From an optimization exercise on the open Yosys and OpenROAD flow, aimed at small area, a short achievable clock period and few clock cycles per item; shortcuts taken in it are not production practice.
Only the layout flow was run in this run; the RTL was not checked for function there.

<file path="flow/run.sh">
#!/bin/bash
# synth_recipe.tcl (not shown) runs the flow's synth.tcl, then flattens the netlist and writes it again
# the make line also repeats each setting of config.mk as NAME=value (left out here)
make -C /OpenROAD-flow-scripts/flow DESIGN_CONFIG=/design/flow/config.mk WORK_HOME=/design/flow/orfs CLKGATE_MAP_FILE= SYNTH_SCRIPT=/design/flow/synth_recipe.tcl finish
</file>
<file path="flow/config.mk">
export PLATFORM = sky130hd
export DESIGN_NAME = euclidean_integer_divider_top
export DESIGN_NICKNAME = euclidean_integer_divider_top
export VERILOG_FILES = /design/flow/design.v
export SDC_FILE = /design/flow/constraint.sdc
export NUM_CORES = 4
export LEC_CHECK = 0
export CAP_MARGIN = 20
export CORE_MARGIN = 2
export CORE_UTILIZATION = 40
export PLACE_DENSITY = 0.6
export SLEW_MARGIN = 20
</file>
<file path="flow/constraint.sdc">
create_clock -name core_clock -period 5.0 [get_ports {clock}]
set_input_delay 1.0000 -clock core_clock [delete_from_list [all_inputs] [get_ports {clock}]]
set_output_delay 1.0000 -clock core_clock [all_outputs]
set_load 0.01 [all_outputs]
</file>
<file path="flow/design.v">
`default_nettype none
package edv_pkg;
   localparam int unsigned DataWidth = 32;
   localparam int unsigned QuoWidth  = DataWidth + 1;
   localparam int unsigned NumCells  = DataWidth;
   typedef struct packed {
      logic signed [DataWidth-1:0] dividend;
      logic signed [DataWidth-1:0] divisor;
   } req_type;
   typedef struct packed {
      logic signed [QuoWidth-1:0] quotient;
      logic                       divide_by_zero;
   } rsp_type;
   typedef struct packed {
      logic [DataWidth-1:0] rem;
      logic [DataWidth-1:0] quo_dvd;
      logic [DataWidth-1:0] dvs;
      logic                 a_neg;
      logic                 b_neg;
      logic                 dbz;
   } stage_type;
endpackage
`default_nettype wire
`default_nettype none
module edv_front (
   input  wire logic              clock,
   input  wire logic              reset,
   input  wire logic              req_valid,
   output logic                   req_ready,
   input  edv_pkg::req_type  req_data,
   output logic                   valid_out,
   input  wire logic              ready_in,
   output edv_pkg::stage_type     stage_out
);
   logic                  valid_ff;
   edv_pkg::stage_type    stage_ff;
   edv_pkg::stage_type    stage_in;
   logic                  take;
   assign req_ready = !valid_ff || ready_in;
   assign take      = req_valid && req_ready;
   always_comb begin
      stage_in.a_neg   = req_data.dividend[edv_pkg::DataWidth-1];
      stage_in.b_neg   = req_data.divisor[edv_pkg::DataWidth-1];
      stage_in.quo_dvd = stage_in.a_neg ? (~req_data.dividend + 1'b1) : req_data.dividend;
      stage_in.dvs     = stage_in.b_neg ? (~req_data.divisor + 1'b1) : req_data.divisor;
      stage_in.rem     = '0;
      stage_in.dbz     = (req_data.divisor == '0);
   end
   always_ff @(posedge clock) begin
      if (reset) begin
         valid_ff <= 1'b0;
      end else if (req_ready) begin
         valid_ff <= req_valid;
      end
   end
   always_ff @(posedge clock) begin
      if (take) begin
         stage_ff <= stage_in;
      end
   end
   assign valid_out = valid_ff;
   assign stage_out = stage_ff;
endmodule
`default_nettype wire
`default_nettype none
module edv_cell (
   input  wire logic                clock,
   input  wire logic                reset,
   input  wire logic                valid_in,
   output logic                     ready_out,
   input  edv_pkg::stage_type  stage_in,
   output logic                     valid_out,
   input  wire logic                ready_in,
   output edv_pkg::stage_type       stage_out
);
   logic                       valid_ff;
   edv_pkg::stage_type         stage_ff;
   edv_pkg::stage_type         step;
   logic [edv_pkg::DataWidth:0] trial;
   logic [edv_pkg::DataWidth:0] diff;
   logic                       fits;
   assign ready_out = !valid_ff || ready_in;
   always_comb begin
      trial        = {stage_in.rem, stage_in.quo_dvd[edv_pkg::DataWidth-1]};
      diff         = trial - {1'b0, stage_in.dvs};
      fits         = (trial >= {1'b0, stage_in.dvs});
      step         = stage_in;
      step.rem     = fits ? diff[edv_pkg::DataWidth-1:0] : trial[edv_pkg::DataWidth-1:0];
      step.quo_dvd = {stage_in.quo_dvd[edv_pkg::DataWidth-2:0], fits};
   end
   always_ff @(posedge clock) begin
      if (reset) begin
         valid_ff <= 1'b0;
      end else if (ready_out) begin
         valid_ff <= valid_in;
      end
   end
   always_ff @(posedge clock) begin
      if (ready_out && valid_in) begin
         stage_ff <= step;
      end
   end
   assign valid_out = valid_ff;
   assign stage_out = stage_ff;
endmodule
`default_nettype wire
`default_nettype none
module edv_back (
   input  wire logic                clock,
   input  wire logic                reset,
   input  wire logic                valid_in,
   output logic                     ready_out,
   input  edv_pkg::stage_type  stage_in,
   output logic                     rsp_valid,
   input  wire logic                rsp_ready,
   output edv_pkg::rsp_type         rsp_data
);
   logic                             rsp_valid_ff;
   edv_pkg::rsp_type                 rsp_data_ff;
   edv_pkg::rsp_type                 rsp_data_in;
   logic [edv_pkg::QuoWidth-1:0]     ext;
   logic                             inc;
   logic                             q_neg;
   assign ready_out = !rsp_valid_ff || rsp_ready;
   always_comb begin
      ext   = {1'b0, stage_in.quo_dvd};
      inc   = stage_in.a_neg && (stage_in.rem != '0);
      q_neg = stage_in.a_neg ^ stage_in.b_neg;
      rsp_data_in.divide_by_zero = stage_in.dbz;
      if (stage_in.dbz) begin
         rsp_data_in.quotient = '0;
      end else if (q_neg) begin
         rsp_data_in.quotient = inc ? ~ext : (~ext + 1'b1);
      end else begin
         rsp_data_in.quotient = ext + {{(edv_pkg::QuoWidth-1){1'b0}}, inc};
      end
   end
   always_ff @(posedge clock) begin
      if (reset) begin
         rsp_valid_ff <= 1'b0;
      end else if (ready_out) begin
         rsp_valid_ff <= valid_in;
      end
   end
   always_ff @(posedge clock) begin
      if (ready_out && valid_in) begin
         rsp_data_ff <= rsp_data_in;
      end
   end
   assign rsp_valid = rsp_valid_ff;
   assign rsp_data  = rsp_data_ff;
endmodule
`default_nettype wire
`default_nettype none
module euclidean_integer_divider_top (
   input  wire logic              clock,
   input  wire logic              reset,
   input  wire logic              req_valid,
   output logic                   req_ready,
   input  edv_pkg::req_type  req_data,
   output logic                   rsp_valid,
   input  wire logic              rsp_ready,
   output edv_pkg::rsp_type       rsp_data
);
   logic [edv_pkg::NumCells:0]               chain_valid;
   logic [edv_pkg::NumCells:0]               chain_ready;
   localparam int unsigned StageBits = 3*edv_pkg::DataWidth + 3;
   logic [(edv_pkg::NumCells+1)*StageBits-1:0] chain_stage;
   edv_front u_front (
      .clock     (clock),
      .reset     (reset),
      .req_valid (req_valid),
      .req_ready (req_ready),
      .req_data  (req_data),
      .valid_out (chain_valid[0]),
      .ready_in  (chain_ready[0]),
      .stage_out (chain_stage[0 +: StageBits])
   );
   for (genvar k = 0; k < edv_pkg::NumCells; k++) begin : g_cell
      edv_cell u_cell (
         .clock     (clock),
         .reset     (reset),
         .valid_in  (chain_valid[k]),
         .ready_out (chain_ready[k]),
         .stage_in  (chain_stage[k*StageBits +: StageBits]),
         .valid_out (chain_valid[k+1]),
         .ready_in  (chain_ready[k+1]),
         .stage_out (chain_stage[(k+1)*StageBits +: StageBits])
      );
   end
   edv_back u_back (
      .clock     (clock),
      .reset     (reset),
      .valid_in  (chain_valid[edv_pkg::NumCells]),
      .ready_out (chain_ready[edv_pkg::NumCells]),
      .stage_in  (chain_stage[edv_pkg::NumCells*StageBits +: StageBits]),
      .rsp_valid (rsp_valid),
      .rsp_ready (rsp_ready),
      .rsp_data  (rsp_data)
   );
endmodule
`default_nettype wire
</file>
==> results.cfg <==
[sta]
finClkSkew_ns = 0.0632
slew_headroom_pct = 27.7
tightest_slew_ns = 1.06
slew_violations = 0
period_needed_ns = 4.63
fmax_ghz = 0.216
rsz0062_at_grt = no
fin_ws_ns = 0.374
period_share_pct = 92.5
finalHoldViolations = 0
setup_viol = 0

[cts]
numCtsBuffers = 344
path_clk_slew_ns = 0.06
insertion_delay_ns = 0.95
clockRootBuffer = clkbuf_16
cts_max_level = 5
hold_buffers = 0
cts_tree = yes
clk_path_buf_depth = 4
clock-sinks = 3271

[routing]
drt-wirelength-per-cell_um = 19.0
dr_wl_met2_um = 182000
drc = 0
wl_met1_um = 160000
vias = 102000
top_layer_used = met4
drt_wl_total_um = 370000
wl_met3_um = 15600
ant_nets = 0
firstDrtPassIters = 8
drtIter0Drc = 7655
vias_per_cell = 5.22

[placed_design]
place_hpwl_um = 285000
placed_cell_area_um2 = 174000
gp_congestion = 0.908
pre_cts_ws_ns = -0.256
port_buffers = 103

[power_and_ir_drop]
power.total_w = 0.0569
power.density_nw_per_um2 = 308
ir_drop_uv = 280
p_leak_nw = 69.6

[synth]
ys_seq_area_share_pct = 59.6
synth-seq-cells = 3271
syn_nets = 14500
synth_edf_count = 3237
synth-async-reset-ratio_pct = 0
synth_ff_type = edfxtp_1
yosys_warnings = 3
synth_area_um2 = 164000
syn_inst = 13400
avgSynthCellArea_um2 = 12.3
ys_types = 105

[critical_path]
cp_data_arrival_time_ns = 3.63
critPathKind = reg2out
crit_fanout = 5
critPathLaunchType = register
crit_path_end_kind = output pin
reg2reg_depth = 12
reg2reg_to = g_cell[4].u_cell.stage_ff[95]
critPathRequiredTime_ns = 4.00
rr_startpoint = g_cell[3].u_cell.stage_ff[3]
rrSetupSlack_ns = 0.64

[die]
ioPinCount = 104
core_area_um2 = 409000
fp.dieH_um = 645
die_w_um = 645
row_count = 235
initial_utilization_pct = 40.1
dieArea_um2 = 416000

[min_path]
min_path_type = reg2reg
hp-start = g_cell[12].u_cell.stage_ff[42]
min_to = g_cell[13].u_cell.stage_ff[43]
min_path_cells = 0

[final_layout]
syn_to_final_growth_pct = 12.6
num-fill-cells = 37100
final_common_cell = edfxtp_1
final_cell_area_um2 = 185000
layout.nets = 14900
drive_above_1_share_pct = 8.81
mostFrequentLayoutCells = edfxtp_1, inv_1, ha_1
utilization_pct = 45.2

[job]
drv_cap = 0

[run_status]
status = no timing/DRC/antenna violations

[global_route]
grt_pass1_vias = 99300
grt_remaining_overflow = 0
grt_use_total_pct = 17.4
grt_pass1_wl_um = 571000
grt_max_degree = 100
antenna_found_initial = 8
[registers in the layout, indices dropped and copies added (netlist names)]
name                    flops
u_back.rsp_data_ff         34
u_front.stage_ff           67
u_front.valid_ff            1
g_cell.u_cell.stage_ff   3136
g_cell.u_cell.valid_ff     32
u_back.rsp_valid_ff         1
[timing repair]
item	CTS	global route
pin swaps	2	3
buffers inserted	0	1
resized for setup	6	5
hold endpoints to repair	0	0
setup endpoints to repair	1	1
[routing by layer]
metal  track usage [%]  vias up
li1                  -    50500
met5                 0        -
met1              22.4    48900
met3              2.02      614
met4              5.84        0
met2              30.5     2110
[Yosys cell counts (174+ instances only)]
| cell type | count | area [um2] |
|---|---|---|
| edfxtp_1 | 3237 | 97200 |
| inv_1 | 1326 | 4980 |
| ha_1 | 999 | 12500 |
| a21oi_1 | 914 | 4570 |
| nand2_1 | 894 | 3360 |
| o21ai_0 | 846 | 4230 |
| nor2_1 | 725 | 2720 |
| xnor2_1 | 535 | 4690 |
| a21o_1 | 457 | 3430 |
| mux2_2 | 366 | 4120 |
| xor2_1 | 297 | 2600 |
| nor3_1 | 207 | 1040 |
| nand3_1 | 177 | 886 |
| o21a_1 | 174 | 1310 |
[per-stage QoR]
step	std cells	hold slack, ns	TNS [ns]
after floorplan	13400	0.400	-2882.60
after global placement	18900	0.400	-0.339
after detailed placement	18900	0.405	-0.256
after CTS	19500	0.359	0
after global routing	19500	0.367	0
final	19500	0.356	0
[cells by family after synthesis]
| family | after synthesis | share of synthesized area [%] |
|---|---|---|
| simple gates | 2984 | 8.80 |
| fa+ha+maj | 1030 | 7.99 |
| xor+xnor | 832 | 4.44 |
| flops | 3271 | 59.6 |
| mux | 406 | 2.75 |
| compound gates | 3296 | 12.7 |
| buf+inv | 1575 | 3.68 |
[worst max-delay path, stage by stage, from the launching register on]
cell            delay, ns
dfxtp_2              0.38
nand4_1              0.16
nor3b_4              0.29
nand2_2              0.12
nor4_4               0.35
buf_4                0.16
and2_1               0.18
nand2_1              0.10
nor4_2               0.27
buf_4                0.19
nand4_1              0.11
buf_4                0.19
dlymetal6s2s_1       0.17
[power breakdown]
group	switching, W	internal [W]
registers	0.000148	0.0300
clock network	0.0108	0.0146
logic	0.000711	0.000546
total	0.0117	0.0452
[area by class of cell]
cell class / count / area [um2] / area share (%)
Clock inverter: 224 / 2310 / 1.25
Antenna cell: 6 / 15.0 / 0.00812
Timing Repair Buffer: 304 / 3110 / 1.68
Multi-Input combinational cell: 8548 / 60900 / 32.9
Inverter: 1331 / 5000 / 2.70
Sequential cell: 3271 / 97900 / 52.9
Tap cell: 5451 / 6820 / 3.69
Clock buffer: 406 / 8980 / 4.85
[how the worst max path moves through the flow]
| stage | startpoint | endpoint | cells after the start |
|---|---|---|---|
| after global routing | g_cell[29].u_cell.valid_ff | req_ready | 12 |
| after floorplan | rsp_ready | g_cell[12].u_cell.stage_ff[0] | 6 |
| after global placement | rsp_ready | req_ready | 12 |
| after CTS | g_cell[29].u_cell.valid_ff | req_ready | 12 |
| final | g_cell[29].u_cell.valid_ff | req_ready | 12 |
| after detailed placement | rsp_ready | req_ready | 12 |

## separate check: timing with driven ports
No port has a modelled driver above. Below, the same layout with a new extraction and two added sets of constraints. Step 1 assumes that a clkbuf_16 drives the clock port and a buf_2 every other input. Step 2 also shifts input and output timing later by t, the mid clock arrival at the registers, as if the neighbouring blocks saw the same clock. Slacks: no drivers / after step 1 / after step 2; pairs: no drivers / after step 1.
t (ns): 1.034
setup slack, ns: 0.374 / 0.266 / 0.606
cell pins on the clock port's net: 1
After both steps this run still meets setup and hold. For this run, drivers alone change the setup slack by -0.108 ns; drivers and shift together by +0.232 ns.
